What follows belongs to an exercise in optimizing a design on an open flow for small area; a production flow would make more cautious choices. In this exercise RTL edits were held to simulation tests only and were not proved equivalent to the original. No activity file was given, so power comes from the tool's default toggle rates.

==> inputs of build 74 <==
==> flow/design.v <==
package cpu_reg_pkg;
    localparam int unsigned OFF_CTRL     = 0;
    localparam int unsigned OFF_FRAMELEN = 1;
    localparam int unsigned OFF_BLANKLEN = 2;
    localparam int unsigned OFF_TOTALNUM = 3;
    localparam int unsigned OFF_CUTNUM   = 4;
    localparam int unsigned OFF_COMMIT   = 5;
    localparam int unsigned CTRL_EN      = 0;
    localparam int unsigned CTRL_START   = 1;
    localparam int unsigned CTRL_STOP    = 2;
    localparam int unsigned CTRL_CLRFIFO = 3;
    localparam int unsigned STATUS_ADDR  = 0;
    localparam logic [2:0]  RS_STATUS    = 3'd6;
    localparam logic [2:0]  RS_ZERO      = 3'd7;
endpackage
module cmd_pulse_gen (
    input  logic       fire,
    input  logic       pulse,
    input  logic [1:0] cnt,
    output logic       pulse_d,
    output logic [1:0] cnt_d,
    output logic       pulse_prev
);
    assign pulse_d    = fire | (pulse & ~(cnt[1] & ~cnt[0]));
    assign cnt_d[1]   = ~fire & (~pulse | cnt[0]);
    assign cnt_d[0]   = ~fire & ~(pulse & cnt[1]);
    assign pulse_prev = pulse | ~(cnt[1] | cnt[0]);
endmodule
module reg_load_bit (
    input  logic take,
    input  logic keep,
    input  logic d,
    input  logic q,
    output logic y
);
    assign y = (take & d) | (keep & q);
endmodule
module reg_load #(
    parameter int unsigned W = 8
) (
    input  logic         take,
    input  logic         keep,
    input  logic [W-1:0] d,
    input  logic [W-1:0] q,
    output logic [W-1:0] y
);
    for (genvar i = 0; i < W; i++) begin : g_bit
        reg_load_bit u_bit (.take(take), .keep(keep), .d(d[i]), .q(q[i]), .y(y[i]));
    end
endmodule
import cpu_reg_pkg::*;
module cpu_reg_bank
#(
    parameter int unsigned NUM_CH    = 4,
    parameter int unsigned DATA_W    = 32,
    parameter int unsigned ADDR_W    = 9,
    parameter int unsigned CH_BASE   = 20,
    parameter int unsigned CH_STRIDE = 16,
    parameter int unsigned PULSE_LEN = 4
) (
    input  logic                   clk,
    input  logic                   pRST,
    input  logic                   cpu_wr_n,
    input  logic                   cpu_rd_n,
    input  logic [ADDR_W-1:0]      cpu_addr,
    input  logic [DATA_W/8-1:0]    cpu_be,
    input  logic [DATA_W-1:0]      cpu_wdata,
    output logic [DATA_W-1:0]      cpu_rdata,
    output logic                   cpu_rvalid,
    output logic [NUM_CH-1:0]      ch_enable,
    output logic [NUM_CH-1:0]      ch_start,
    output logic [NUM_CH-1:0]      ch_stop,
    output logic [NUM_CH-1:0]      ch_clrfifo,
    output logic [16*NUM_CH-1:0]   ch_framelen,
    output logic [16*NUM_CH-1:0]   ch_blanklen,
    output logic [32*NUM_CH-1:0]   ch_totalnum,
    output logic [32*NUM_CH-1:0]   ch_cutnum,
    output logic [NUM_CH-1:0]      ch_commit,
    output logic                   error
);
    logic wr_n_q, rd_n_q;
    logic wr_fire, rd_fire;
    assign wr_fire = wr_n_q & ~cpu_wr_n;
    assign rd_fire = rd_n_q & ~cpu_rd_n;
    logic       a_inwin, a_hit, a_status;
    logic [1:0] a_ch;
    logic [5:0] a_off1h;     
    always_comb begin
        a_inwin = 1'b1;
        case (cpu_addr[8:4])
            5'd1:    a_ch = 2'd0;
            5'd2:    a_ch = 2'd1;
            5'd3:    a_ch = 2'd2;
            5'd4:    a_ch = 2'd3;
            default: begin a_ch = 2'd0; a_inwin = 1'b0; end
        endcase
        for (int k = 0; k < 6; k++) a_off1h[k] = (cpu_addr[3:0] == 4'(4 + k));
    end
    assign a_hit    = a_inwin & (|a_off1h);
    assign a_status = (cpu_addr == 9'd0);
    logic       w_bad, w_clr_err;
    logic [3:0] w_ch;
    logic [3:0] we_ctrl, we_frame, we_blank, we_total, we_cut;
    logic [3:0] fire_start, fire_stop, fire_clr, commit_c;
    assign w_bad     = wr_fire & ~a_hit & ~a_status;
    assign w_clr_err = wr_fire & a_status & cpu_wdata[0];
    always_comb begin
        for (int c = 0; c < 4; c++) begin
            w_ch[c]       = wr_fire & a_inwin & (a_ch == 2'(c));
            we_ctrl[c]    = w_ch[c] & a_off1h[0];
            we_frame[c]   = w_ch[c] & a_off1h[1];
            we_blank[c]   = w_ch[c] & a_off1h[2];
            we_total[c]   = w_ch[c] & a_off1h[3];
            we_cut[c]     = w_ch[c] & a_off1h[4];
            commit_c[c]   = w_ch[c] & a_off1h[5] & cpu_wdata[0];
            fire_start[c] = we_ctrl[c] & cpu_wdata[CTRL_START] & ~cpu_wdata[CTRL_STOP];
            fire_stop[c]  = we_ctrl[c] & cpu_wdata[CTRL_STOP];
            fire_clr[c]   = we_ctrl[c] & cpu_wdata[CTRL_CLRFIFO];
        end
    end
    logic        rst_done;
    logic [3:0][15:0] sh_frame;
    logic [3:0][15:0] sh_blank;
    logic [3:0][31:0] sh_total;
    logic [3:0][31:0] sh_cut  ;
    logic [3:0][15:0] sh_frame_d;
    logic [3:0][15:0] sh_blank_d;
    logic [3:0][31:0] sh_total_d;
    logic [3:0][31:0] sh_cut_d  ;
    logic [3:0][1:0] tk_frame, tk_blank;
    logic [3:0][3:0] tk_total, tk_cut;
    always_comb begin
        for (int c = 0; c < 4; c++) begin
            for (int b = 0; b < 2; b++) begin
                tk_frame[c][b] = we_frame[c] & cpu_be[b];
                tk_blank[c][b] = we_blank[c] & cpu_be[b];
            end
            for (int b = 0; b < 4; b++) begin
                tk_total[c][b] = we_total[c] & cpu_be[b];
                tk_cut[c][b]   = we_cut[c] & cpu_be[b];
            end
        end
    end
    for (genvar c = 0; c < 4; c++) begin : g_sh
        for (genvar b = 0; b < 2; b++) begin : g_b16
            reg_load #(.W(8)) u_frame (.take(tk_frame[c][b]), .keep(~tk_frame[c][b] & rst_done),
                .d(cpu_wdata[8*b +: 8]), .q(sh_frame[c][8*b +: 8]), .y(sh_frame_d[c][8*b +: 8]));
            reg_load #(.W(8)) u_blank (.take(tk_blank[c][b]), .keep(~tk_blank[c][b] & rst_done),
                .d(cpu_wdata[8*b +: 8]), .q(sh_blank[c][8*b +: 8]), .y(sh_blank_d[c][8*b +: 8]));
        end
        for (genvar b = 0; b < 4; b++) begin : g_b32
            reg_load #(.W(8)) u_total (.take(tk_total[c][b]), .keep(~tk_total[c][b] & rst_done),
                .d(cpu_wdata[8*b +: 8]), .q(sh_total[c][8*b +: 8]), .y(sh_total_d[c][8*b +: 8]));
            reg_load #(.W(8)) u_cut (.take(tk_cut[c][b]), .keep(~tk_cut[c][b] & rst_done),
                .d(cpu_wdata[8*b +: 8]), .q(sh_cut[c][8*b +: 8]), .y(sh_cut_d[c][8*b +: 8]));
        end
    end
    always_ff @(posedge clk or posedge pRST) begin
        if (pRST) rst_done <= 1'b0;
        else      rst_done <= 1'b1;
    end
    always_ff @(posedge clk) begin
        sh_frame <= sh_frame_d;
        sh_blank <= sh_blank_d;
        sh_total <= sh_total_d;
        sh_cut   <= sh_cut_d;
    end
    logic [16*NUM_CH-1:0] act_frame_d, act_blank_d;
    logic [32*NUM_CH-1:0] act_total_d, act_cut_d;
    for (genvar c = 0; c < 4; c++) begin : g_act
        reg_load #(.W(16)) u_frame (.take(commit_c[c]), .keep(~commit_c[c]),
            .d(sh_frame[c]), .q(ch_framelen[16*c +: 16]), .y(act_frame_d[16*c +: 16]));
        reg_load #(.W(16)) u_blank (.take(commit_c[c]), .keep(~commit_c[c]),
            .d(sh_blank[c]), .q(ch_blanklen[16*c +: 16]), .y(act_blank_d[16*c +: 16]));
        reg_load #(.W(32)) u_total (.take(commit_c[c]), .keep(~commit_c[c]),
            .d(sh_total[c]), .q(ch_totalnum[32*c +: 32]), .y(act_total_d[32*c +: 32]));
        reg_load #(.W(32)) u_cut (.take(commit_c[c]), .keep(~commit_c[c]),
            .d(sh_cut[c]), .q(ch_cutnum[32*c +: 32]), .y(act_cut_d[32*c +: 32]));
    end
    always_ff @(posedge clk or posedge pRST) begin
        if (pRST) begin
            ch_framelen <= '0;
            ch_blanklen <= '0;
            ch_totalnum <= '0;
            ch_cutnum   <= '0;
        end else begin
            ch_framelen <= act_frame_d;
            ch_blanklen <= act_blank_d;
            ch_totalnum <= act_total_d;
            ch_cutnum   <= act_cut_d;
        end
    end
    logic       rd_pend;
    logic [8:0] bad_addr;
    logic [3:0] enable_d;
    for (genvar c = 0; c < 4; c++) begin : g_en
        reg_load #(.W(1)) u_en (.take(we_ctrl[c]), .keep(~we_ctrl[c]),
            .d(cpu_wdata[CTRL_EN]), .q(ch_enable[c]), .y(enable_d[c]));
    end
    always_ff @(posedge clk or posedge pRST) begin
        if (pRST) begin
            wr_n_q     <= 1'b0;
            rd_n_q     <= 1'b0;
            rd_pend    <= 1'b0;
            cpu_rvalid <= 1'b0;
            error      <= 1'b0;
            ch_enable  <= '0;
            ch_commit  <= '0;
        end else begin
            wr_n_q     <= cpu_wr_n;
            rd_n_q     <= cpu_rd_n;
            ch_commit  <= commit_c;
            rd_pend    <= rd_fire & wr_fire;
            cpu_rvalid <= (rd_fire & ~wr_fire) | rd_pend;
            if (w_bad)          error <= 1'b1;
            else if (w_clr_err) error <= 1'b0;
            ch_enable  <= enable_d;
        end
    end
    logic [8:0] bad_addr_d;
    reg_load #(.W(9)) u_bad (.take(w_bad), .keep(~w_bad & rst_done),
        .d(cpu_addr), .q(bad_addr), .y(bad_addr_d));
    always_ff @(posedge clk) bad_addr <= bad_addr_d;
    logic [3:0] p_start, p_stop, p_clr;
    logic [3:0][1:0] n_start, n_stop, n_clr;
    logic [3:0] p_start_d, p_stop_d, p_clr_d;
    logic [3:0][1:0] n_start_d, n_stop_d, n_clr_d;
    logic [3:0] start_prev, stop_prev, clr_prev;
    for (genvar g = 0; g < 4; g++) begin : g_pulse
        cmd_pulse_gen u_start (.fire(fire_start[g]), .pulse(p_start[g]), .cnt(n_start[g]),
            .pulse_d(p_start_d[g]), .cnt_d(n_start_d[g]), .pulse_prev(start_prev[g]));
        cmd_pulse_gen u_stop (.fire(fire_stop[g]), .pulse(p_stop[g]), .cnt(n_stop[g]),
            .pulse_d(p_stop_d[g]), .cnt_d(n_stop_d[g]), .pulse_prev(stop_prev[g]));
        cmd_pulse_gen u_clr (.fire(fire_clr[g]), .pulse(p_clr[g]), .cnt(n_clr[g]),
            .pulse_d(p_clr_d[g]), .cnt_d(n_clr_d[g]), .pulse_prev(clr_prev[g]));
    end
    always_ff @(posedge clk or posedge pRST) begin
        if (pRST) begin
            p_start <= '0;
            p_stop  <= '0;
            p_clr   <= '0;
        end else begin
            p_start <= p_start_d;
            p_stop  <= p_stop_d;
            p_clr   <= p_clr_d;
        end
    end
    always_ff @(posedge clk) begin
        n_start <= n_start_d;
        n_stop  <= n_stop_d;
        n_clr   <= n_clr_d;
    end
    assign ch_start   = p_start;
    assign ch_stop    = p_stop;
    assign ch_clrfifo = p_clr;
    logic [2:0] rs_code;     
    logic [1:0] rs_ch;
    logic [2:0] a_code;
    always_comb begin
        a_code = RS_ZERO;
        if (a_status) a_code = RS_STATUS;
        else if (a_inwin) begin
            for (int k = 0; k < 5; k++)
                if (a_off1h[k]) a_code = 3'(k);
        end
    end
    logic [4:0] rs_d;
    reg_load #(.W(5)) u_rs (.take(rd_fire), .keep(~rd_fire),
        .d({a_code, a_ch}), .q({rs_code, rs_ch}), .y(rs_d));
    always_ff @(posedge clk) {rs_code, rs_ch} <= rs_d;
    always_comb begin
        logic [3:0] chs;
        cpu_rdata = '0;
        for (int c = 0; c < 4; c++) begin
            chs[c] = cpu_rvalid & (rs_ch == 2'(c));
            if (chs[c] && rs_code == 3'd0)
                cpu_rdata[3:0] = cpu_rdata[3:0] |
                                 {clr_prev[c], stop_prev[c], start_prev[c], ch_enable[c]};
            if (chs[c] && rs_code == 3'd1) cpu_rdata[15:0] = cpu_rdata[15:0] | sh_frame[c];
            if (chs[c] && rs_code == 3'd2) cpu_rdata[15:0] = cpu_rdata[15:0] | sh_blank[c];
            if (chs[c] && rs_code == 3'd3) cpu_rdata = cpu_rdata | sh_total[c];
            if (chs[c] && rs_code == 3'd4) cpu_rdata = cpu_rdata | sh_cut[c];
        end
        if (cpu_rvalid && rs_code == RS_STATUS) cpu_rdata[9:0] = cpu_rdata[9:0] | {bad_addr, error};
    end
endmodule
==> flow/run.sh <==
#!/bin/bash
# synth_recipe.tcl (not shown) runs the flow's synth.tcl, then flattens the netlist and writes it again
# the make line also repeats each setting of config.mk as NAME=value (left out here)
make -C /OpenROAD-flow-scripts/flow DESIGN_CONFIG=/design/flow/config.mk WORK_HOME=/design/flow/orfs CLKGATE_MAP_FILE= SYNTH_SCRIPT=/design/flow/synth_recipe.tcl finish
==> flow/config.mk <==
export PLATFORM = sky130hd
export DESIGN_NAME = cpu_reg_bank
export DESIGN_NICKNAME = cpu_reg_bank
export VERILOG_FILES = /design/flow/design.v
export SDC_FILE = /design/flow/constraint.sdc
export NUM_CORES = 4
export LEC_CHECK = 0
export CAP_MARGIN = 20
export CORE_MARGIN = 2
export CORE_UTILIZATION = 65
export CTS_BUF_LIST = sky130_fd_sc_hd__clkbuf_4 sky130_fd_sc_hd__clkbuf_8
export SLEW_MARGIN = 20
export SYNTH_HIERARCHICAL = 1
export SYNTH_MINIMUM_KEEP_SIZE = 0
==> flow/constraint.sdc <==
create_clock -name core_clock -period 5.0 [get_ports {clk}]
set_input_delay 1.0000 -clock core_clock [delete_from_list [all_inputs] [get_ports {clk}]]
set_output_delay 1.0000 -clock core_clock [all_outputs]
set_load 0.01 [all_outputs]
==> trial 83 (differences from build 74) <==
--- a/flow/design.v
+++ b/flow/design.v
@@ -48,6 +48,31 @@
         reg_load_bit u_bit (.take(take), .keep(keep), .d(d[i]), .q(q[i]), .y(y[i]));
     end
 endmodule
+module rd_aoi3 (
+    input  logic [2:0] s,
+    input  logic [2:0] d,
+    output logic       y_n
+);
+    assign y_n = ~|(s & d);
+endmodule
+module rd_or #(
+    parameter int unsigned N = 16
+) (
+    input  logic [N-1:0] s,
+    input  logic [N-1:0] d,
+    output logic         y
+);
+    localparam int unsigned T3 = N / 3;
+    localparam int unsigned T  = T3 + N % 3;
+    logic [T-1:0] t_n;
+    for (genvar t = 0; t < T3; t++) begin : g_t3
+        rd_aoi3 u_t (.s(s[3*t +: 3]), .d(d[3*t +: 3]), .y_n(t_n[t]));
+    end
+    for (genvar t = T3; t < T; t++) begin : g_t1
+        assign t_n[t] = ~(s[3*T3 + t - T3] & d[3*T3 + t - T3]);
+    end
+    assign y = ~&t_n;
+endmodule
 import cpu_reg_pkg::*;
 module cpu_reg_bank
 #(
@@ -268,19 +293,50 @@
     reg_load #(.W(5)) u_rs (.take(rd_fire), .keep(~rd_fire),
         .d({a_code, a_ch}), .q({rs_code, rs_ch}), .y(rs_d));
     always_ff @(posedge clk) {rs_code, rs_ch} <= rs_d;
+    logic [20:0] rsel;
     always_comb begin
-        logic [3:0] chs;
-        cpu_rdata = '0;
         for (int c = 0; c < 4; c++) begin
-            chs[c] = cpu_rvalid & (rs_ch == 2'(c));
-            if (chs[c] && rs_code == 3'd0)
-                cpu_rdata[3:0] = cpu_rdata[3:0] |
-                                 {clr_prev[c], stop_prev[c], start_prev[c], ch_enable[c]};
-            if (chs[c] && rs_code == 3'd1) cpu_rdata[15:0] = cpu_rdata[15:0] | sh_frame[c];
-            if (chs[c] && rs_code == 3'd2) cpu_rdata[15:0] = cpu_rdata[15:0] | sh_blank[c];
-            if (chs[c] && rs_code == 3'd3) cpu_rdata = cpu_rdata | sh_total[c];
-            if (chs[c] && rs_code == 3'd4) cpu_rdata = cpu_rdata | sh_cut[c];
+            for (int k = 0; k < 4; k++)
+                rsel[4*c+k] = cpu_rvalid & (rs_ch == 2'(c)) & (rs_code == 3'(k + 1));
+            rsel[16+c] = cpu_rvalid & (rs_ch == 2'(c)) & (rs_code == 3'd0);
+        end
+        rsel[20] = cpu_rvalid & (rs_code == RS_STATUS);
+    end
+    logic [15:0] src16 [32];
+    always_comb begin
+        for (int i = 0; i < 32; i++) begin
+            for (int c = 0; c < 4; c++) begin
+                src16[i][4*c+0] = (i < 16) ? sh_frame[c][i % 16] : 1'b0;
+                src16[i][4*c+1] = (i < 16) ? sh_blank[c][i % 16] : 1'b0;
+                src16[i][4*c+2] = sh_total[c][i];
+                src16[i][4*c+3] = sh_cut[c][i];
+            end
+        end
+    end
+    logic [3:0] ctrl_rd [4];    
+    logic [9:0] status_rd;
+    always_comb begin
+        for (int c = 0; c < 4; c++) begin
+            ctrl_rd[0][c] = ch_enable[c];
+            ctrl_rd[1][c] = start_prev[c];
+            ctrl_rd[2][c] = stop_prev[c];
+            ctrl_rd[3][c] = clr_prev[c];
+        end
+        status_rd = {bad_addr, error};
+    end
+    for (genvar i = 0; i < 32; i++) begin : g_rd
+        if (i < 4) begin : g_ctrl
+            rd_or #(.N(21)) u_or (.s(rsel), .d({status_rd[i], ctrl_rd[i], src16[i]}), .y(cpu_rdata[i]));
+        end else if (i < 10) begin : g_status
+            rd_or #(.N(17)) u_or (.s({rsel[20], rsel[15:0]}), .d({status_rd[i], src16[i]}), .y(cpu_rdata[i]));
+        end else if (i < 16) begin : g_lo
+            rd_or #(.N(16)) u_or (.s(rsel[15:0]), .d(src16[i]), .y(cpu_rdata[i]));
+        end else begin : g_hi
+            rd_or #(.N(8)) u_or (
+                .s({rsel[15], rsel[14], rsel[11], rsel[10], rsel[7], rsel[6], rsel[3], rsel[2]}),
+                .d({src16[i][15], src16[i][14], src16[i][11], src16[i][10],
+                    src16[i][7], src16[i][6], src16[i][3], src16[i][2]}),
+                .y(cpu_rdata[i]));
         end
-        if (cpu_rvalid && rs_code == RS_STATUS) cpu_rdata[9:0] = cpu_rdata[9:0] | {bad_addr, error};
     end
 endmodule
==> flow/flow/run.sh (new file) <==
#!/bin/bash
# The standard layout, with two changes made through ORFS's own knobs:
#  - the port buffers that global placement inserts are buf_1 cells
#    (every input and output port still gets its own buffer);
#  - clock tree synthesis uses small clock buffers and no dummy loads.
set -euo pipefail
export BUFFER_PORTS_ARGS="-buffer_cell sky130_fd_sc_hd__buf_1"
export CTS_ARGS="-sink_clustering_enable -repair_clock_nets -dont_use_dummy_load -sink_clustering_size 16 -sink_clustering_max_diameter 45 -buf_list {sky130_fd_sc_hd__clkbuf_8}"
bash standard.sh > standard.log 2>&1
==> flow/standard.sh (new file) <==
#!/bin/bash
# synth_recipe.tcl (not shown) runs the flow's synth.tcl, then flattens the netlist and writes it again
# the make line also repeats each setting of config.mk as NAME=value (left out here)
make -C /OpenROAD-flow-scripts/flow DESIGN_CONFIG=/design/flow/config.mk WORK_HOME=/design/flow/orfs CLKGATE_MAP_FILE= SYNTH_SCRIPT=/design/flow/synth_recipe.tcl "${@:-finish}"
--- a/flow/config.mk
+++ b/flow/config.mk
@@ -8,7 +8,6 @@
 export CAP_MARGIN = 20
 export CORE_MARGIN = 2
 export CORE_UTILIZATION = 65
-export CTS_BUF_LIST = sky130_fd_sc_hd__clkbuf_4 sky130_fd_sc_hd__clkbuf_8
 export SLEW_MARGIN = 20
 export SYNTH_HIERARCHICAL = 1
 export SYNTH_MINIMUM_KEEP_SIZE = 0
removed: flow/run.sh
==> run summary <==
Flip-flop and latch count is the same in trial 83 and build 74.
Between trial 83 and build 74, the lower clock power is in trial 83 (gap 44%, measured against build 74).
Of build 74 and trial 83, build 74 has the higher final cell count (gap about 8%, measured against trial 83).
In trial 83 the register-to-register slack is lower than in build 74, by 0.25 ns.
In sequential power, build 74 and trial 83 hardly differ.

[what the ideal ports hide]
No port has a modelled driver above. Below, the same layouts with a new extraction and two added sets of constraints. Step 1, drivers: a clkbuf_16 drives clk and a buf_2 each remaining input, both assumed. Step 2 also shifts input and output timing later by t, the mid clock arrival at the registers, as if the neighbouring blocks saw the same clock. a / b / c = ideal / step 1 / step 2; a / b = the first two.
run | shift t [ns] | setup slack, ns | hold slack, ns | latest minus earliest clock arrival (ns) | pins driven straight from the clock port
build 74 | 0.801 | 0.064 / 0.006 / 0.733 | 0.439 / 0.439 / 0.439 | 0.033 / 0.033 | 1
trial 83 | 0.690 | 0.490 / 0.433 / 1.075 | 0.425 / 0.389 / 0.436 | 0.063 / 0.063 | 1
After both steps every run listed still meets setup and hold.
